Source: an optimization exercise on an open RTL-to-GDS flow (aim: small area). Production flows keep margins and buffers that such runs may drop.
In this exercise RTL edits were held to simulation tests only and were not proved equivalent to the original.
Power and IR drop assume default switching activity.

==> 10-13: inputs <==
==> flow/design.v <==
`timescale 1ns/1ns
module typing_game_top
(
    input  logic        clk,
    input  logic        rst_n,
    input  logic        key_valid,
    input  logic [4:0]  key_code,
    input  logic [10:0] hcount,
    input  logic [10:0] vcount,
    output logic [11:0] rgb,
    output logic        game_over,
    output logic [7:0]  score
);
    logic       run, over, restart;
    logic       hit;
    logic [3:0] pend;     
    logic [4:0] sc;       
    logic [4:0] lcode;    
    logic [9:0] x0;       
    logic [3:0] act;      
    logic spawn, shift, floor_hit;
    logic [3:0] clr;
    assign spawn     = (sc == 5'd31);
    assign shift     = run && spawn;
    assign floor_hit = act[3] && (sc >= 5'd5);
    assign clr       = pend & act;
    assign game_over = over;
    logic       key_letter;
    logic [5:0] kd;
    logic [4:0] kdm;
    assign key_letter = key_valid && (key_code != 5'd0) && (key_code <= 5'd26);
    assign kd  = {1'b0, lcode} - {1'b0, key_code};
    assign kdm = kd[5] ? kd[4:0] + 5'd26 : kd[4:0];
    always_ff @(posedge clk)
    begin
        if (!rst_n)
        begin
            run     <= 1'b0;
            over    <= 1'b0;
            restart <= 1'b0;
            pend    <= '0;
            hit     <= 1'b0;
        end
        else
        begin
            restart <= key_valid && (key_code == 5'd27);
            hit     <= run && (|clr) && !restart;
            pend[0] <= key_letter && (kdm == (shift ? 5'd20 : 5'd0));
            pend[1] <= key_letter && (kdm == (shift ? 5'd0  : 5'd6));
            pend[2] <= key_letter && (kdm == (shift ? 5'd6  : 5'd12));
            pend[3] <= key_letter && (kdm == (shift ? 5'd12 : 5'd18));
            if (restart)
            begin
                run  <= 1'b1;
                over <= 1'b0;
            end
            else if (run && floor_hit)
            begin
                run  <= 1'b0;
                over <= 1'b1;
            end
        end
    end
    always_ff @(posedge clk)
    begin
        if (!rst_n || restart)
            score <= '0;
        else if (hit && (score != '1))
            score <= score + 8'd1;
    end
    always_ff @(posedge clk)
    begin
        if (!rst_n || restart)
            act <= '0;
        else if (run)
        begin
            if (spawn)
                act <= {act[2:0] & ~clr[2:0], 1'b1};
            else
                act <= act & ~clr;
        end
    end
    always_ff @(posedge clk)
    begin
        if (restart)
        begin
            sc    <= '0;
            lcode <= 5'd26;
            x0    <= 10'd39;
        end
        else if (run)
        begin
            sc <= sc + 5'd1;
            if (spawn)
            begin
                lcode <= (lcode >= 5'd21) ? lcode - 5'd20 : lcode + 5'd6;
                x0    <= (x0 >= 10'd719) ? x0 - 10'd679 : x0 + 10'd32;
            end
        end
    end
    logic [11:0] dx;
    logic [6:0]  dxh;
    logic        dxb;
    logic [3:0]  inx;
    assign dx  = {1'b0, hcount} - {2'b0, x0};
    assign dxh = dx[11:5];
    assign dxb = (dx[4:0] < 5'd7);
    assign inx[0] = (dxh == 7'd0);
    assign inx[1] = (x0 < 10'd72)  ? (dxh == (dxb ? 7'd22 : 7'd21)) : (dxh == 7'h7F);
    assign inx[2] = (x0 < 10'd104) ? (dxh == (dxb ? 7'd21 : 7'd20)) : (dxh == 7'h7E);
    assign inx[3] = (x0 < 10'd136) ? (dxh == (dxb ? 7'd20 : 7'd19)) : (dxh == 7'h7D);
    logic       z;
    logic [4:0] p;
    logic [2:0] g;
    logic [5:0] gsq;
    logic [11:0] u;
    logic [7:0]  q;
    logic [3:0]  tr;
    logic [3:0]  iny;
    assign z   = (sc == 5'd0);
    assign p   = sc - 5'd1;
    assign g   = p[4:2];
    assign gsq = 6'(g * g);
    assign u   = {1'b0, vcount} - {6'b0, gsq};
    assign q   = u[11:4];
    assign tr[0] = (q[7:1] == 7'd0);
    assign tr[1] = (q == {5'd0, g} + 8'd4) || (q == {5'd0, g} + 8'd5);
    assign tr[2] = (q[7:1] == {4'b0001, g});
    assign tr[3] = g[0] ? ((q == 8'd39) || (q == 8'd40)) : ((q == 8'd36) || (q == 8'd37));
    assign iny[0] = z ? (vcount[10:5] == 6'd0) : tr[0];
    assign iny[1] = z ? tr[0] : tr[1];
    assign iny[2] = z ? tr[1] : tr[2];
    assign iny[3] = z ? tr[2] : tr[3];
    logic [3:0] inbox;
    logic       letter;
    logic [1:0] hs;
    logic [5:0] cc;
    logic [4:0] cw;
    logic       in_start, in_over, show_start, show_over;
    assign inbox  = act & inx & iny;
    assign letter = |inbox;
    assign hs     = {inbox[2] | inbox[3], inbox[1] | inbox[3]};
    assign cc     = {1'b0, lcode} - 6'(6 * hs);
    assign cw     = (cc[5] || (cc == 6'd0)) ? 5'(cc + 6'd26) : cc[4:0];
    assign in_start = (hcount >= 11'd610) && (hcount < 11'd674) && (vcount >= 11'd610) && (vcount < 11'd674);
    assign in_over  = (hcount >= 11'd500) && (hcount < 11'd564) && (vcount >= 11'd250) && (vcount < 11'd314);
    assign show_start = !run && !over && in_start;
    assign show_over  = over && in_over;
    logic       r_hi, r_8, r_32, r_1, r_0;
    logic [3:0] r_g;
    always_ff @(posedge clk)
    begin
        if (!rst_n)
        begin
            r_hi <= 1'b0; r_8 <= 1'b0; r_g <= '0; r_32 <= 1'b0; r_1 <= 1'b0; r_0 <= 1'b0;
        end
        else if (show_start)
        begin
            r_hi <= 1'b0; r_8 <= 1'b0; r_g <= 4'hC; r_32 <= 1'b1; r_1 <= 1'b1; r_0 <= 1'b1;
        end
        else if (show_over)
        begin
            r_hi <= 1'b1; r_8 <= 1'b0; r_g <= 4'h2; r_32 <= 1'b0; r_1 <= 1'b1; r_0 <= 1'b0;
        end
        else
        begin
            r_hi <= letter; r_8 <= letter; r_g <= letter ? cw[3:0] : 4'h0; r_32 <= 1'b0; r_1 <= 1'b0;
            r_0 <= letter && cw[4];
        end
    end
    assign rgb = {r_hi, r_hi, r_hi, r_8, r_g, r_32, r_32, r_1, r_0};
endmodule
==> flow/run.sh <==
#!/bin/bash
# synth_recipe.tcl (not shown) runs the flow's synth.tcl, then flattens the netlist and writes it again
# the make line also repeats each setting of config.mk as NAME=value (left out here)
make -C /OpenROAD-flow-scripts/flow DESIGN_CONFIG=/design/flow/config.mk WORK_HOME=/design/flow/orfs CLKGATE_MAP_FILE= SYNTH_SCRIPT=/design/flow/synth_recipe.tcl finish
==> flow/config.mk <==
export PLATFORM = sky130hd
export DESIGN_NAME = typing_game_top
export DESIGN_NICKNAME = typing_game_top
export VERILOG_FILES = /design/flow/design.v
export SDC_FILE = /design/flow/constraint.sdc
export NUM_CORES = 4
export LEC_CHECK = 0
export CAP_MARGIN = 20
export CORE_MARGIN = 2
export CORE_UTILIZATION = 40
export SLEW_MARGIN = 20
==> flow/constraint.sdc <==
create_clock -name core_clock -period 6.0 [get_ports {clk}]
set_input_delay 1.2000 -clock core_clock [delete_from_list [all_inputs] [get_ports {clk}]]
set_output_delay 1.2000 -clock core_clock [all_outputs]
set_load 0.01 [all_outputs]
==> 09-08 (differences from 10-13) <==
==> flow/design.v (replaced) <==
`timescale 1ns/1ns
module typing_game_top
(
    input  logic        clk,
    input  logic        rst_n,
    input  logic        key_valid,
    input  logic [4:0]  key_code,
    input  logic [10:0] hcount,
    input  logic [10:0] vcount,
    output logic [11:0] rgb,
    output logic        game_over,
    output logic [7:0]  score
);
    logic       run, over, restart;
    logic       kv_q;
    logic [4:0] key_q;
    logic       hit;
    logic [4:0] sc;       
    logic [4:0] lcode;    
    logic [9:0] x0;       
    logic [3:0] act;      
    logic [4:0]  code [4];
    logic [10:0] xh   [4];
    logic [10:0] yh   [4];
    logic [3:0]  clr;
    logic [3:0]  inbox;
    logic        spawn, floor_hit;
    assign spawn = (sc == 5'd31);
    assign game_over = over;
    for (genvar h = 0; h < 4; h++)
    begin : g_class
        logic [5:0]  c;
        logic [11:0] t;
        logic [6:0]  age;
        logic [6:0]  b;
        assign c       = {1'b0, lcode} + 6'(26 - 6 * h);
        assign code[h] = (c > 6'd26) ? 5'(c - 6'd26) : c[4:0];
        assign t       = {2'b0, x0} - 12'(32 * h);
        assign xh[h]   = (t[11] || (t < 12'd40)) ? 11'(t + 12'd711) : t[10:0];
        assign age     = {2'(h), sc};
        assign b       = (age == 7'd0) ? 7'd0 : ((age - 7'd1) >> 2);
        assign yh[h]   = 11'(b * b);
        assign clr[h]  = kv_q && act[h] && (code[h] == key_q);
        assign inbox[h] = act[h] &&
                          (hcount >= xh[h]) && ({1'b0, hcount} < {1'b0, xh[h]} + 12'd32) &&
                          (vcount >= yh[h]) && ({1'b0, vcount} < {1'b0, yh[h]} + 12'd32);
    end
    assign floor_hit = act[3] && (sc >= 5'd5);
    always_ff @(posedge clk)
    begin
        if (!rst_n)
        begin
            run     <= 1'b0;
            over    <= 1'b0;
            restart <= 1'b0;
            kv_q    <= 1'b0;
            hit     <= 1'b0;
        end
        else
        begin
            restart <= key_valid && (key_code == 5'd27);
            kv_q    <= key_valid;
            hit     <= run && (|clr) && !restart;
            if (restart)
            begin
                run  <= 1'b1;
                over <= 1'b0;
            end
            else if (run && floor_hit)
            begin
                run  <= 1'b0;
                over <= 1'b1;
            end
        end
    end
    always_ff @(posedge clk)
        key_q <= key_code;
    always_ff @(posedge clk)
    begin
        if (!rst_n || restart)
            score <= '0;
        else if (hit && (score != '1))
            score <= score + 8'd1;
    end
    always_ff @(posedge clk)
    begin
        if (!rst_n || restart)
            act <= '0;
        else if (run)
        begin
            if (spawn)
                act <= {act[2:0] & ~clr[2:0], 1'b1};
            else
                act <= act & ~clr;
        end
    end
    always_ff @(posedge clk)
    begin
        if (restart)
        begin
            sc    <= '0;
            lcode <= 5'd26;
            x0    <= 10'd39;
        end
        else if (run)
        begin
            sc <= sc + 5'd1;
            if (spawn)
            begin
                lcode <= (lcode >= 5'd21) ? lcode - 5'd20 : lcode + 5'd6;
                x0    <= (x0 >= 10'd719) ? x0 - 10'd679 : x0 + 10'd32;
            end
        end
    end
    logic [4:0] cw;
    logic       letter, in_start, in_over, show_start, show_over;
    always_comb
    begin
        cw = '0;
        for (int h = 0; h < 4; h++)
            if (inbox[h])
                cw = cw | code[h];
    end
    assign letter   = |inbox;
    assign in_start = (hcount >= 11'd610) && (hcount < 11'd674) && (vcount >= 11'd610) && (vcount < 11'd674);
    assign in_over  = (hcount >= 11'd500) && (hcount < 11'd564) && (vcount >= 11'd250) && (vcount < 11'd314);
    assign show_start = !run && !over && in_start;
    assign show_over  = over && in_over;
    logic r_hi, r_8, r_32;
    logic [3:0] r_g;
    logic r_1, r_0;
    always_ff @(posedge clk)
    begin
        if (!rst_n)
        begin
            r_hi <= 1'b0; r_8 <= 1'b0; r_g <= '0; r_32 <= 1'b0; r_1 <= 1'b0; r_0 <= 1'b0;
        end
        else if (show_start)
        begin    
            r_hi <= 1'b0; r_8 <= 1'b0; r_g <= 4'hC; r_32 <= 1'b1; r_1 <= 1'b1; r_0 <= 1'b1;
        end
        else if (show_over)
        begin    
            r_hi <= 1'b1; r_8 <= 1'b0; r_g <= 4'h2; r_32 <= 1'b0; r_1 <= 1'b1; r_0 <= 1'b0;
        end
        else
        begin    
            r_hi <= letter; r_8 <= letter; r_g <= cw[3:0]; r_32 <= 1'b0; r_1 <= 1'b0; r_0 <= cw[4];
        end
    end
    assign rgb = {r_hi, r_hi, r_hi, r_8, r_g, r_32, r_32, r_1, r_0};
endmodule
==> summary.txt <==
status complete, no violations; type of the worst setup path in -> reg; clk latency of the worst-skew pair 0.28 ns; Synth Area in Compound Gates about a quarter; critical path cell sequence clkdlybuf4s50_1 -> inv_1 -> ha_1 -> inv_1 -> ha_2 -> o21a_1 -> o32ai_4 -> buf_6 -> o211ai_1 -> a21oi_1 -> o221ai_1 -> a31oi_1 -> o2111ai_1 -> buf_4 -> o31ai_4 -> buf_4 -> ha_2 -> fa_1 -> xor2_1 -> buf_4 -> o21ai_0 -> nor2_1 -> xnor2_1 -> a31o_1; xor/xnor cell area share of the yosys netlist 9.93%; mapped cell area 4570 µm²; leakage approximately 2.3 nW; R2R Path End r_0$_SDFF_PN0_; startpoint types input port; post-synthesis mux area share 1.09%; Register Area 941 µm²; GR Util met2 33.2%; post-CTS sizing 0; Non-CTS buffers 96; met2 routed WL 5.69 mm; Non-clock buffer share 14.7%; mean area per synthesized cell 7.79 µm²; routed wire length 11.6 mm
# the run above: 10-13

==> summary.txt <==
Synth cell types between 70 and 80; post-synthesis mux area share 0.562%; Register Area 981 µm²; Synth Area in Compound Gates 22.0%; R2R Path End r_g[1]$_SDFF_PP0_; Non-CTS buffers 85; met2 routed WL 11.9 mm; status complete, no violations; antenna fix cells 0; Non-clock buffer share 7.30%; type of the worst setup path reg -> reg; GR Util met2 a little over a third; P_comb between 1.5 and 2 mW; mapped cell area 9130 µm²; Final GP Congestion 0.913; clk latency of the worst-skew pair 0.29 ns; leakage between 4 and 5 nW; routed wire length around 25 mm; xor/xnor cell area share of the yosys netlist 11.4%; startpoint types register
# the run above: 09-08

[what the ideal ports hide]
No port has a modelled driver above. Below, the same layouts with a new extraction and two added sets of constraints.
Step 1 assumes that a clkbuf_16 drives the clock port and a buf_2 every other input.
Step 2 moves the port delays by t, midway between the first and last clock arrival at a register: inputs arrive t later, outputs are due t later. That takes back most of the time a late clock gives input paths.
a / b / c = ideal ports / drivers / drivers and shift; a / b = the first two.
run | t, ns | slack for setup (ns) | latest minus earliest clock arrival (ns) | worst slew at a driven data input, ns
10-13 | 0.316 | 0.282 / 0.291 / -0.025 | 0.006 / 0.007 | 0.04
09-08 | 0.323 | 0.207 / 0.207 / 0.207 | 0.006 / 0.006 | 0.05
With both steps, setup timing fails in 10-13, where it was met with ideal ports. The setup slack of 10-13, which loses most, moves by +0.009 ns with the drivers and by -0.307 ns with both steps.
